Context: an optimization exercise on an open-source flow, tuned for small area, a short achievable clock period and few clock cycles per item. The choices shown serve that exercise and are no tape-out recipe. Function was checked by simulation only, so behaviour that the tests miss may differ from the original. The flow treats the clock pin as an ideal source. Dropping or thinning the clock tree relies on that and would not hold on a real chip. Power and IR drop assume default switching activity.

## v20
==> flow/design.v (excerpt) <==
module mem_write_buffer #(
  parameter int DEPTH       = 4,
  parameter int ADDR_WIDTH  = 32,
  parameter int BLOCK_BITS  = 128,
  parameter int OFFSET_BITS = 4
) (
  input  logic                    clk,
  input  logic                    rst,
  input  logic                    mem_req,
  input  logic                    mem_rw,
  input  logic [ADDR_WIDTH-1:0]   mem_addr,
  input  logic [BLOCK_BITS-1:0]   mem_wdata,
  output logic                    mem_ready,
  output logic                    mem_resp,
  output logic [BLOCK_BITS-1:0]   mem_rdata,
  output logic                    mm_req,
  output logic                    mm_rw,
  output logic [ADDR_WIDTH-1:0]   mm_addr,
  output logic [BLOCK_BITS-1:0]   mm_wdata,
  input  logic                    mm_ready,
  input  logic                    mm_resp,
  input  logic [BLOCK_BITS-1:0]   mm_rdata,
  output logic [$clog2(DEPTH):0]  wb_count
);
Size in the first run: ~500 cells after synthesis, about 170 flip-flops, ~590 I/O pins, ~0.0076 mm2 of cells after synthesis.
==> flow/config.mk <==
export PLATFORM = sky130hd
export DESIGN_NAME = mem_write_buffer
export DESIGN_NICKNAME = mem_write_buffer
export VERILOG_FILES = /design/flow/design.v
export SDC_FILE = /design/flow/constraint.sdc
export NUM_CORES = 4
export LEC_CHECK = 0
export ABC_AREA = 1
export CAP_MARGIN = 20
export CORE_AREA = 5 5 145 145
export DIE_AREA = 0 0 150 150
export SETUP_SLACK_MARGIN = 3.7
export SLEW_MARGIN = 20
==> flow/constraint.sdc <==
create_clock -name core_clock -period 6.0 [get_ports {clk}]
set_input_delay 1.2000 -clock core_clock [delete_from_list [all_inputs] [get_ports {clk}]]
set_output_delay 1.2000 -clock core_clock [all_outputs]
set_load 0.01 [all_outputs]
standard.sh (not shown) runs the stock make flow with config.mk's settings and CLKGATE_MAP_FILE= SYNTH_SCRIPT=/design/flow/synth_recipe.tcl, a recipe that flattens the netlist after the stock synthesis.
==> flow/flow/run.sh <==
#!/bin/bash
# The standard layout, with the smallest buffer on every input and output port,
# the pins one routing track apart, and clock nets on default-width wiring (so
# the clock pin can sit one track from its neighbours).
set -euo pipefail
bash standard.sh finish \
  "BUFFER_PORTS_ARGS=-buffer_cell sky130_fd_sc_hd__buf_1" \
  "PLACE_PINS_ARGS=-min_distance 1 -min_distance_in_tracks" \
  "CTS_ARGS=-sink_clustering_enable -repair_clock_nets -apply_ndr none" \
  > flow_make.log 2>&1
Testbench counts of v20, summed over its fixed seeds: cycles 251,719, items 48,000.
What v1 does differently from v20 at the input level:
==> flow/flow/run.sh <==
#!/bin/bash
# The standard layout, with:
# - the smallest buffer on every input and output port;
# - the pins one routing track apart, and the pins of each data bit
#   (mem_wdata, mm_rdata, mem_rdata, mm_wdata) and of each address bit
#   (mem_addr, mm_addr) placed next to each other;
# - clock nets on default-width wiring, so the clock pin can sit one track
#   from its neighbours.
set -euo pipefail
groups=""
for i in $(seq 0 127); do
  groups+=" -group_pins {mem_wdata[$i] mm_rdata[$i] mem_rdata[$i] mm_wdata[$i]}"
done
for i in $(seq 4 31); do
  groups+=" -group_pins {mem_addr[$i] mm_addr[$i]}"
done
bash standard.sh finish \
  "BUFFER_PORTS_ARGS=-buffer_cell sky130_fd_sc_hd__buf_1" \
  "PLACE_PINS_ARGS=-min_distance 1 -min_distance_in_tracks$groups" \
  "CTS_ARGS=-sink_clustering_enable -repair_clock_nets -apply_ndr none" \
  > flow_make.log 2>&1
==> run notes <==
Core utilization: v1 higher than v20
Of v1 and v20, v1 shows the lower delay of the slowest critical-path stage, with v20 above it.
[v1] transition time at the pin with the least slew margin fell 0.20 ns relative to v20
Of v1 and v20, the run reporting the higher non-clock buffer count was v1.
Between v1 and v20, the sequential power share is higher for v20.
### v1 -> v47
- a change of DIE_AREA from 0 0 150 150 to 0 0 205 205
- a change of CORE_AREA from 5 5 145 145 to 5 5 200 200
==> flow/flow/run.sh <==
#!/bin/bash
# The standard layout, with the smallest buffer on every input and output port.
set -euo pipefail
bash standard.sh finish "BUFFER_PORTS_ARGS=-buffer_cell sky130_fd_sc_hd__buf_1" > flow_make.log 2>&1
[summary]
On layout cell share with drive strength beyond 1, the lower figure sits with v1, not v47.
Fraction of the cycle the final worst path needs: v47 vs v1 up 2.3 points
In v47, the number of global-route vias before repair came out about 7% above the value in v1.
Between v47 and v1, the number of multi-input combinational cells in the layout is lower for v47.
Where wire length is concerned, v1 is better than v47.
Sequential share of layout area for v47 is lower than for v1.

* * *

## oak
Another version of the RTL of mem_write_buffer (not shown whole).
Size: about 500 cells after synthesis, ~170 flip-flops, ~590 I/O pins, ~7500 µm² of cells after synthesis.
## mem_write_buffer
module mem_write_buffer #(
  parameter int DEPTH       = 4,
  parameter int ADDR_WIDTH  = 32,
  parameter int BLOCK_BITS  = 128,
  parameter int OFFSET_BITS = 4
) (
  input  logic                    clk,
  input  logic                    rst,
  input  logic                    mem_req,
  input  logic                    mem_rw,
  input  logic [ADDR_WIDTH-1:0]   mem_addr,
  input  logic [BLOCK_BITS-1:0]   mem_wdata,
  output logic                    mem_ready,
  output logic                    mem_resp,
  output logic [BLOCK_BITS-1:0]   mem_rdata,
  output logic                    mm_req,
  output logic                    mm_rw,
  output logic [ADDR_WIDTH-1:0]   mm_addr,
  output logic [BLOCK_BITS-1:0]   mm_wdata,
  input  logic                    mm_ready,
  input  logic                    mm_resp,
  input  logic [BLOCK_BITS-1:0]   mm_rdata,
  output logic [$clog2(DEPTH):0]  wb_count
);
  localparam int TW = ADDR_WIDTH - OFFSET_BITS;
  logic [TW-1:0]         tag;      
  logic [BLOCK_BITS-1:0] data;     
  logic                  pend;     
  logic                  rd1;      
  logic                  rd2;      
  logic                  rfl;      
  logic                  wfl;      
  logic                  dfree;    
  logic                  den;      
  logic                  wbc;
  logic accept, acc_rd, take, fill, cap_rd;
  logic pend_n, rd0_n, rd1_n, rd2_n, rfl_n, wfl_n, mm_rw_n;
  assign accept = mem_req && mem_ready;
  assign acc_rd = accept && !mem_rw;
  assign take   = mm_req && mm_ready;
  assign fill   = rfl && mm_resp;
  assign cap_rd = mem_req && !mem_rw && !pend && !accept;
  assign mm_addr   = {tag, {OFFSET_BITS{1'b0}}};
  assign mm_wdata  = data;
  assign mem_rdata = data;
  assign wb_count  = {{$clog2(DEPTH){1'b0}}, wbc};
  always_comb begin
    pend_n  = accept || (pend && !take);
    rd1_n   = (!rd1 && !rd2 && acc_rd) || (rd1 && (acc_rd == fill)) || (rd2 && fill);
    rd2_n   = (rd1 && acc_rd && !fill) || (rd2 && !fill);
    rd0_n   = !rd1_n && !rd2_n;
    rfl_n   = (take && !mm_rw) || (rfl && !mm_resp);
    wfl_n   = (take && mm_rw) || (wfl && !mm_resp);
    mm_rw_n = pend ? mm_rw : mem_rw;
  end
  always_ff @(posedge clk) begin
    if (!pend) begin
      tag   <= mem_addr[ADDR_WIDTH-1:OFFSET_BITS];
      mm_rw <= mem_rw;
    end
    if (den)
  ...
==> flow/config.mk <==
export PLATFORM = sky130hd
export DESIGN_NAME = mem_write_buffer
export DESIGN_NICKNAME = mem_write_buffer
export VERILOG_FILES = /design/flow/design.v
export SDC_FILE = /design/flow/constraint.sdc
export NUM_CORES = 4
export LEC_CHECK = 0
export ABC_AREA = 1
export CAP_MARGIN = 20
export CORE_AREA = 5 5 145 145
export DIE_AREA = 0 0 150 150
export SETUP_SLACK_MARGIN = 3.95
export SLEW_MARGIN = 20
==> flow/constraint.sdc <==
create_clock -name core_clock -period 6.0 [get_ports {clk}]
set_input_delay 1.2000 -clock core_clock [delete_from_list [all_inputs] [get_ports {clk}]]
set_output_delay 1.2000 -clock core_clock [all_outputs]
set_load 0.01 [all_outputs]
==> flow/flow/run.sh <==
#!/bin/bash
# The standard layout, with:
# - the smallest buffer on every input and output port;
# - the pins one routing track apart, and the pins of each data bit
#   (mem_wdata, mm_rdata, mem_rdata, mm_wdata) and of each address bit
#   (mem_addr, mm_addr) placed next to each other;
# - a one-level clock tree (flow/clock_tree.tcl, run after the CTS step's own
#   tree and replacing it): the clock port drives four clkbuf_16, each driving
#   one group of nearby flip-flops.
set -euo pipefail
groups=""
for i in $(seq 0 127); do
  groups+=" -group_pins {mem_wdata[$i] mm_rdata[$i] mem_rdata[$i] mm_wdata[$i]}"
done
for i in $(seq 4 31); do
  groups+=" -group_pins {mem_addr[$i] mm_addr[$i]}"
done
bash standard.sh finish \
  "BUFFER_PORTS_ARGS=-buffer_cell sky130_fd_sc_hd__buf_1" \
  "PLACE_PINS_ARGS=-min_distance 1 -min_distance_in_tracks$groups" \
  "CTS_ARGS=-sink_clustering_enable -repair_clock_nets -apply_ndr none" \
  "PRE_CTS_TCL=$(pwd)/flow/pre_cts.tcl" \
  "POST_CTS_TCL=$(pwd)/flow/clock_tree.tcl" \
  > flow_make.log 2>&1
==> flow/flow/clock_tree.tcl <==
# Clock tree of this design, built in place of the one clock_tree_synthesis
# made: the clock port drives four clkbuf_16, each of which drives two
# clkbuf_16, each of which drives the clock pins of one group of nearby
# flip-flops. Every flip-flop is two buffers from the clock port, so all clock
# pins see about the same delay.
set ct_block [ord::get_db_block]
set ct_db [ord::get_db]
set ct_port_net [[$ct_block findBTerm clk] getNet]
set ct_ntop 4
set ct_nleaf 8
set ct_top_master [$ct_db findMaster sky130_fd_sc_hd__clkbuf_16]
set ct_leaf_master [$ct_db findMaster sky130_fd_sc_hd__clkbuf_16]

# Walk the existing clock network from the port: flip-flop clock pins are the
# sinks; every other cell on it is a clock buffer or inverter to take out.
set ct_sinks {}
set ct_old_insts {}
set ct_old_nets {}
set ct_todo [list $ct_port_net]
while {[llength $ct_todo]} {
  set net [lindex $ct_todo 0]
  set ct_todo [lrange $ct_todo 1 end]
  foreach it [$net getITerms] {
    if {![$it isInputSignal] && [$it getIoType] ne "INPUT"} { continue }
    set inst [$it getInst]
    set mname [[$inst getMaster] getName]
    if {[[$it getMTerm] getName] eq "CLK"} {
      lappend ct_sinks $it
    } else {
      lappend ct_old_insts $inst
      foreach ot [$inst getITerms] {
        if {[$ot getIoType] eq "OUTPUT" && [$ot getNet] ne "NULL"} {
          lappend ct_old_nets [$ot getNet]
          lappend ct_todo [$ot getNet]
        }
      }
    }
  }
}
puts "clock_tree: [llength $ct_sinks] sinks, removing [llength $ct_old_insts] cells"

foreach it $ct_sinks { $it disconnect }
foreach inst $ct_old_insts { odb::dbInst_destroy $inst }
foreach net $ct_old_nets { odb::dbNet_destroy $net }

# Flip-flop positions (centre of each cell).
set ct_pts {}
foreach it $ct_sinks {
  set box [[$it getInst] getBBox]
  lappend ct_pts [list [expr {([$box xMin] + [$box xMax]) / 2.0}] [expr {([$box yMin] + [$box yMax]) / 2.0}]]
}
set die [$ct_block getDieArea]
set cx [expr {([$die xMin] + [$die xMax]) / 2.0}]
set cy [expr {([$die yMin] + [$die yMax]) / 2.0}]

# Split points (a list of {x y}) into n groups: contiguous arcs of equal size
# by angle around the die's centre, then a few k-means rounds. Returns the
# group of each point and the groups' centres.
proc ct_group {pts n cx cy} {
  set idx {}
  set i 0
  foreach p $pts {
    lappend idx [list $i [expr {atan2([lindex $p 1] - $cy, [lindex $p 0] - $cx)}]]
    incr i
  }
  set idx [lsort -real -index 1 $idx]
  set m [llength $pts]
  set assign [lrepeat $m 0]
  set r 0
  foreach e $idx {
    lset assign [lindex $e 0] [expr {$r * $n / $m}]
    incr r
  }
  for {set iter 0} {$iter <= 20} {incr iter} {
    set cents {}
    for {set k 0} {$k < $n} {incr k} {
      set sx 0.0; set sy 0.0; set c 0
      foreach p $pts a $assign {
        if {$a == $k} { set sx [expr {$sx + [lindex $p 0]}]; set sy [expr {$sy + [lindex $p 1]}]; incr c }
      }
      if {$c} { lappend cents [list [expr {$sx / $c}] [expr {$sy / $c}]] } else { lappend cents [list $cx $cy] }
    }
    if {$iter == 20} { break }
    set assign {}
    foreach p $pts {
      set best 0; set bd 1e30
      for {set k 0} {$k < $n} {incr k} {
        set c [lindex $cents $k]
        set d [expr {abs([lindex $p 0] - [lindex $c 0]) + abs([lindex $p 1] - [lindex $c 1])}]
        if {$d < $bd} { set bd $d; set best $k }
      }
      lappend assign $best
    }
  }
  return [list $assign $cents]
}

proc ct_buffer {block master name in_net out_net pos} {
  set inst [odb::dbInst_create $block $master $name]
  [$inst findITerm A] connect $in_net
  [$inst findITerm X] connect $out_net
  $inst setLocation [expr {int([lindex $pos 0])}] [expr {int([lindex $pos 1])}]
  $inst setPlacementStatus PLACED
  return $inst
}

# Leaf buffers, each driving one group of nearby flip-flops.
lassign [ct_group $ct_pts $ct_nleaf $cx $cy] leaf_of leaf_pos
set leaf_nets {}
for {set k 0} {$k < $ct_nleaf} {incr k} {
  set net [odb::dbNet_create $ct_block "clknet_leaf_$k"]
  $net setSigType CLOCK
  lappend leaf_nets $net
  set m 0
  foreach it $ct_sinks a $leaf_of {
    if {$a == $k} { $it connect $net; incr m }
  }
  puts "clock_tree: leaf $k: $m sinks"
}
# Top buffers, driven by the clock port, each driving a group of leaves.
lassign [ct_group $leaf_pos $ct_ntop $cx $cy] top_of top_pos
for {set t 0} {$t < $ct_ntop} {incr t} {
  set net [odb::dbNet_create $ct_block "clknet_top_$t"]
  $net setSigType CLOCK
  ct_buffer $ct_block $ct_top_master "clkbuf_top_$t" $ct_port_net $net [lindex $top_pos $t]
  for {set k 0} {$k < $ct_nleaf} {incr k} {
    if {[lindex $top_of $k] == $t} {
      ct_buffer $ct_block $ct_leaf_master "clkbuf_leaf_$k" $net [lindex $leaf_nets $k] [lindex $leaf_pos $k]
    }
  }
}
$ct_port_net setSigType CLOCK

# Legalize the new buffers, then repair timing on the new tree as the CTS step
# does on its own.
set_propagated_clock [all_clocks]
detailed_placement
estimate_parasitics -placement
repair_timing_helper
detailed_placement
check_placement -verbose
==> flow/flow/pre_cts.tcl <==
# Before CTS:
# 1. Put each flip-flop that drives an output port's buffer next to that
#    buffer (at the pin), with the single gate that drives its D input, and
#    legalize. Output paths are then short wires at the die's edge.
# 2. Keep the input and output port buffers as buffer_ports made them (the
#    smallest buffer): timing repair after this point works on the design's
#    own logic only.
set pc_block [ord::get_db_block]
proc pc_centre {inst} {
  set bb [$inst getBBox]
  return [list [expr {([$bb xMin] + [$bb xMax]) / 2}] [expr {([$bb yMin] + [$bb yMax]) / 2}]]
}
proc pc_move {inst x y} {
  set bb [$inst getBBox]
  set w [expr {[$bb xMax] - [$bb xMin]}]
  set h [expr {[$bb yMax] - [$bb yMin]}]
  $inst setLocation [expr {int($x - $w / 2)}] [expr {int($y - $h / 2)}]
}
set pc_moved 0
foreach inst [$pc_block getInsts] {
  if {![[$inst getMaster] isSequential]} { continue }
  set q [$inst findITerm Q]
  if {$q eq "NULL" || [$q getNet] eq "NULL"} { continue }
  set xs 0; set ys 0; set n 0
  foreach it [[$q getNet] getITerms] {
    set o [$it getInst]
    if {[regexp {^output[0-9]+$} [$o getName]]} {
      lassign [pc_centre $o] x y
      set xs [expr {$xs + $x}]; set ys [expr {$ys + $y}]; incr n
    }
  }
  if {!$n} { continue }
  set x [expr {$xs / $n}]; set y [expr {$ys / $n}]
  pc_move $inst $x $y
  incr pc_moved
  set d [$inst findITerm D]
  if {$d ne "NULL" && [$d getNet] ne "NULL"} {
    set dn [$d getNet]
    if {[llength [$dn getITerms]] == 2} {
      foreach it [$dn getITerms] {
        if {[$it isOutputSignal]} { pc_move [$it getInst] $x $y }
      }
    }
  }
}
puts "pre_cts: moved $pc_moved flip-flops to their output buffers"
detailed_placement
check_placement -verbose
foreach inst [$pc_block getInsts] {
  if {[regexp {^(input|output)[0-9]+$} [$inst getName]]} { $inst setDoNotTouch 1 }
}
oak: PASS, flow complete, no timing, DRC or antenna violations
Testbench counts of oak, summed over its fixed seeds: cycles 251,719, items 48,000.
## Diff of input files: pine against oak
- changing SETUP_SLACK_MARGIN from 3.95 to 4
diff --git a/flow/flow/run.sh b/flow/flow/run.sh
--- a/flow/flow/run.sh
+++ b/flow/flow/run.sh
@@ -22 +21,0 @@
-  "PRE_CTS_TCL=$(pwd)/flow/pre_cts.tcl" \
removed: flow/flow/pre_cts.tcl
### Flow results
Against oak, pine reports a global router's overall resource usage that is lower.
Comparing pine against oak, there is no change at all in number of setup violations in the final report.
Summary of pine over oak: sequential power closely matched the old numbers, worst path setup slack after routing now sits higher.
[compare] base=oak new=pine: number of inserted filler cells in the final layout now sits higher, power +0.12 mW.
## Diff of input files: birch against pine
- a change of CORE_AREA from 5 5 145 145 to 5 5 115 115
- a change of DIE_AREA from 0 0 150 150 to 0 0 120 120
### Flow results
Routed wire length for birch: 800 µm up relative to pine
Going from pine to birch, headroom to the max-slew limit shrinks by 5.1 points.
On setup slack, birch does better than pine.
Combinational fraction of design power: birch lower than pine
Compared with pine, birch ends up with a smaller final cell area.
Per the comparison of birch with pine, area added between synthesis and finish now smaller; all-layer global routing usage now larger; final cycle utilization of the critical path went down; largest stage delay on the critical path essentially unchanged.
The inputs of maple differ from those of birch as listed below.
- changing SETUP_SLACK_MARGIN from 4 to 3.95
- changing CORE_AREA from 5 5 115 115 to 5 5 145 145
- changing DIE_AREA from 0 0 120 120 to 0 0 150 150
diff --git a/flow/flow/run.sh b/flow/flow/run.sh
--- a/flow/flow/run.sh
+++ b/flow/flow/run.sh
@@ -7,3 +7,5 @@
-# - a one-level clock tree (flow/clock_tree.tcl, run after the CTS step's own
-#   tree and replacing it): the clock port drives four clkbuf_16, each driving
-#   one group of nearby flip-flops.
+# - port buffers kept at the smallest size by timing repair (flow/pre_cts.tcl,
+#   released again by flow/final_pre.tcl before the final power connection);
+# - a two-level clock tree (flow/clock_tree.tcl, run after the CTS step's own
+#   tree and replacing it): the clock port drives four buffers, each driving
+#   two buffers that each drive one group of nearby flip-flops.
@@ -21,0 +24 @@
+  "PRE_CTS_TCL=$(pwd)/flow/pre_cts.tcl" \
@@ -22,0 +26 @@
+  "PRE_FINAL_REPORT_TCL=$(pwd)/flow/final_pre.tcl" \
diff --git a/flow/flow/clock_tree.tcl b/flow/flow/clock_tree.tcl
--- a/flow/flow/clock_tree.tcl
+++ b/flow/flow/clock_tree.tcl
@@ -2,2 +2,2 @@
-# made: the clock port drives four clkbuf_16, each of which drives two
-# clkbuf_16, each of which drives the clock pins of one group of nearby
+# made: the clock port drives four buf_16, each of which drives two
+# buf_12, each of which drives the clock pins of one group of nearby
@@ -11,2 +11,2 @@
-set ct_top_master [$ct_db findMaster sky130_fd_sc_hd__clkbuf_16]
-set ct_leaf_master [$ct_db findMaster sky130_fd_sc_hd__clkbuf_16]
+set ct_top_master [$ct_db findMaster sky130_fd_sc_hd__buf_16]
+set ct_leaf_master [$ct_db findMaster sky130_fd_sc_hd__buf_12]
==> flow/flow/final_pre.tcl (new file) <==
# Before the final report's global_connect: release the port buffers that
# flow/pre_cts.tcl marked don't-touch, so that they are connected to the
# power nets like every other cell.
foreach inst [[ord::get_db_block] getInsts] {
  if {[$inst isDoNotTouch]} { $inst setDoNotTouch 0 }
}
==> flow/flow/pre_cts.tcl (new file) <==
# Keep the input and output port buffers as buffer_ports made them (the
# smallest buffer): timing repair after this point works on the design's own
# logic only.
foreach inst [[ord::get_db_block] getInsts] {
  if {[regexp {^(input|output)[0-9]+$} [$inst getName]]} { $inst setDoNotTouch 1 }
}
==> comparison <==
Floorplan check, maple vs birch: die outline larger in maple. Synthesis-to-layout area growth: maple < birch. maple ended up with data[9]$_DFFE_PP_ as its first element of the critical path; birch ended up with data[46]$_DFFE_PP_. birch → maple: hold slack now smaller, clock insertion delay at the later pin of the skew report dropped 0.04 ns, delay of the slowest cell on the worst path level.
Setup changes, maple to cedar
diff --git a/flow/flow/run.sh b/flow/flow/run.sh
--- a/flow/flow/run.sh
+++ b/flow/flow/run.sh
@@ -7,5 +7,3 @@
-# - port buffers kept at the smallest size by timing repair (flow/pre_cts.tcl,
-#   released again by flow/final_pre.tcl before the final power connection);
-# - a two-level clock tree (flow/clock_tree.tcl, run after the CTS step's own
-#   tree and replacing it): the clock port drives four buffers, each driving
-#   two buffers that each drive one group of nearby flip-flops.
+# - a one-level clock tree (flow/clock_tree.tcl, run after the CTS step's own
+#   tree and replacing it): the clock port drives four clkbuf_16, each driving
+#   one group of nearby flip-flops.
@@ -26 +23,0 @@
-  "PRE_FINAL_REPORT_TCL=$(pwd)/flow/final_pre.tcl" \
==> flow/flow/pre_cts.tcl <==
# Before CTS:
# 1. Put each output port's buffer next to the flip-flop that drives it, and
#    legalize: the flip-flop then drives a short wire, and the buffer the
#    wire to the pin.
# 2. Keep the input and output port buffers as buffer_ports made them (the
#    smallest buffer): timing repair after this point works on the design's
#    own logic only.
set pc_block [ord::get_db_block]
set pc_moved 0
foreach inst [$pc_block getInsts] {
  if {![regexp {^output[0-9]+$} [$inst getName]]} { continue }
  set a [$inst findITerm A]
  if {$a eq "NULL" || [$a getNet] eq "NULL"} { continue }
  foreach it [[$a getNet] getITerms] {
    if {![$it isOutputSignal]} { continue }
    set drv [$it getInst]
    if {![[$drv getMaster] isSequential]} { continue }
    set bb [$drv getBBox]
    $inst setLocation [expr {([$bb xMin] + [$bb xMax]) / 2}] [$bb yMin]
    incr pc_moved
  }
}
puts "pre_cts: moved $pc_moved output buffers to their flip-flops"
detailed_placement
check_placement -verbose
foreach inst [$pc_block getInsts] {
  if {[regexp {^(input|output)[0-9]+$} [$inst getName]]} { $inst setDoNotTouch 1 }
}
removed: flow/flow/final_pre.tcl
[summary]
Both conditions hold for cedar: the flow ran to the end and the final layout passed the timing, DRC and antenna checks.
maple finished all stages; the layout is clean.
Diff cedar..maple | worst slack at placement | unchanged
The count of placed standard cells in the final layout, fillers left out was comparable across maple and cedar.
Worst hold slack across all endpoints delta (cedar − maple): unfavourable
The estimated power of cedar ends up higher than the estimate for maple.
Final area: maple vs cedar, no meaningful difference
~same worst path setup slack after routing in maple and cedar
Diff cedar..maple | end-of-flow core utilization | negligible
cedar vs maple, combinational share of power went up by 2.9 points.
Changes observed in cedar relative to maple: met2 usage in global routing up 6.6 points; global-route usage has increased; power density over the cells +3.3%.
No run of this note takes its clock network from TritonCTS; it comes from the design's own scripts or RTL.

==> what the ideal ports hide <==
The results above use ideal ports. As a check the final layouts listed here were re-extracted and re-timed, cells and wires unchanged. Step 1, drivers: a clkbuf_16 drives clk and a buf_2 each remaining input, both assumed. Step 2 also shifts input and output timing later by t, the mid clock arrival at the registers, as if the neighbouring blocks saw the same clock. a / b / c = no drivers / after step 1 / after step 2; a / b = the first two.
| run | t (ns) | slack for setup (ns) | latest minus earliest clock arrival (ns) | worst data-port slew with drivers (ns) |
|---|---|---|---|---|
| v20 | 0.455 | 3.735 / 3.693 / 3.537 | 0.009 / 0.008 | 0.09 |
| v1 | 0.452 | 3.793 / 3.754 / 3.569 | 0.013 / 0.013 | 0.07 |
| v47 | 0.476 | 3.655 / 3.606 / 3.578 | 0.012 / 0.011 | 0.08 |
| oak | 0.363 | 3.873 / 3.782 / 3.929 | 0.022 / 0.022 | 0.08 |
| pine | 0.362 | 3.896 / 3.809 / 3.967 | 0.020 / 0.020 | 0.07 |
| birch | 0.362 | 3.910 / 3.821 / 3.942 | 0.023 / 0.023 | 0.07 |
| maple | 0.337 | 3.951 / 3.841 / 3.963 | 0.021 / 0.020 | 0.07 |
| cedar | 0.343 | 3.951 / 3.835 / 3.953 | 0.021 / 0.021 | 0.07 |
After both steps every run listed still meets setup and hold. The setup slack of v1, which loses most, moves by -0.039 ns with the drivers and by -0.224 ns with both steps.
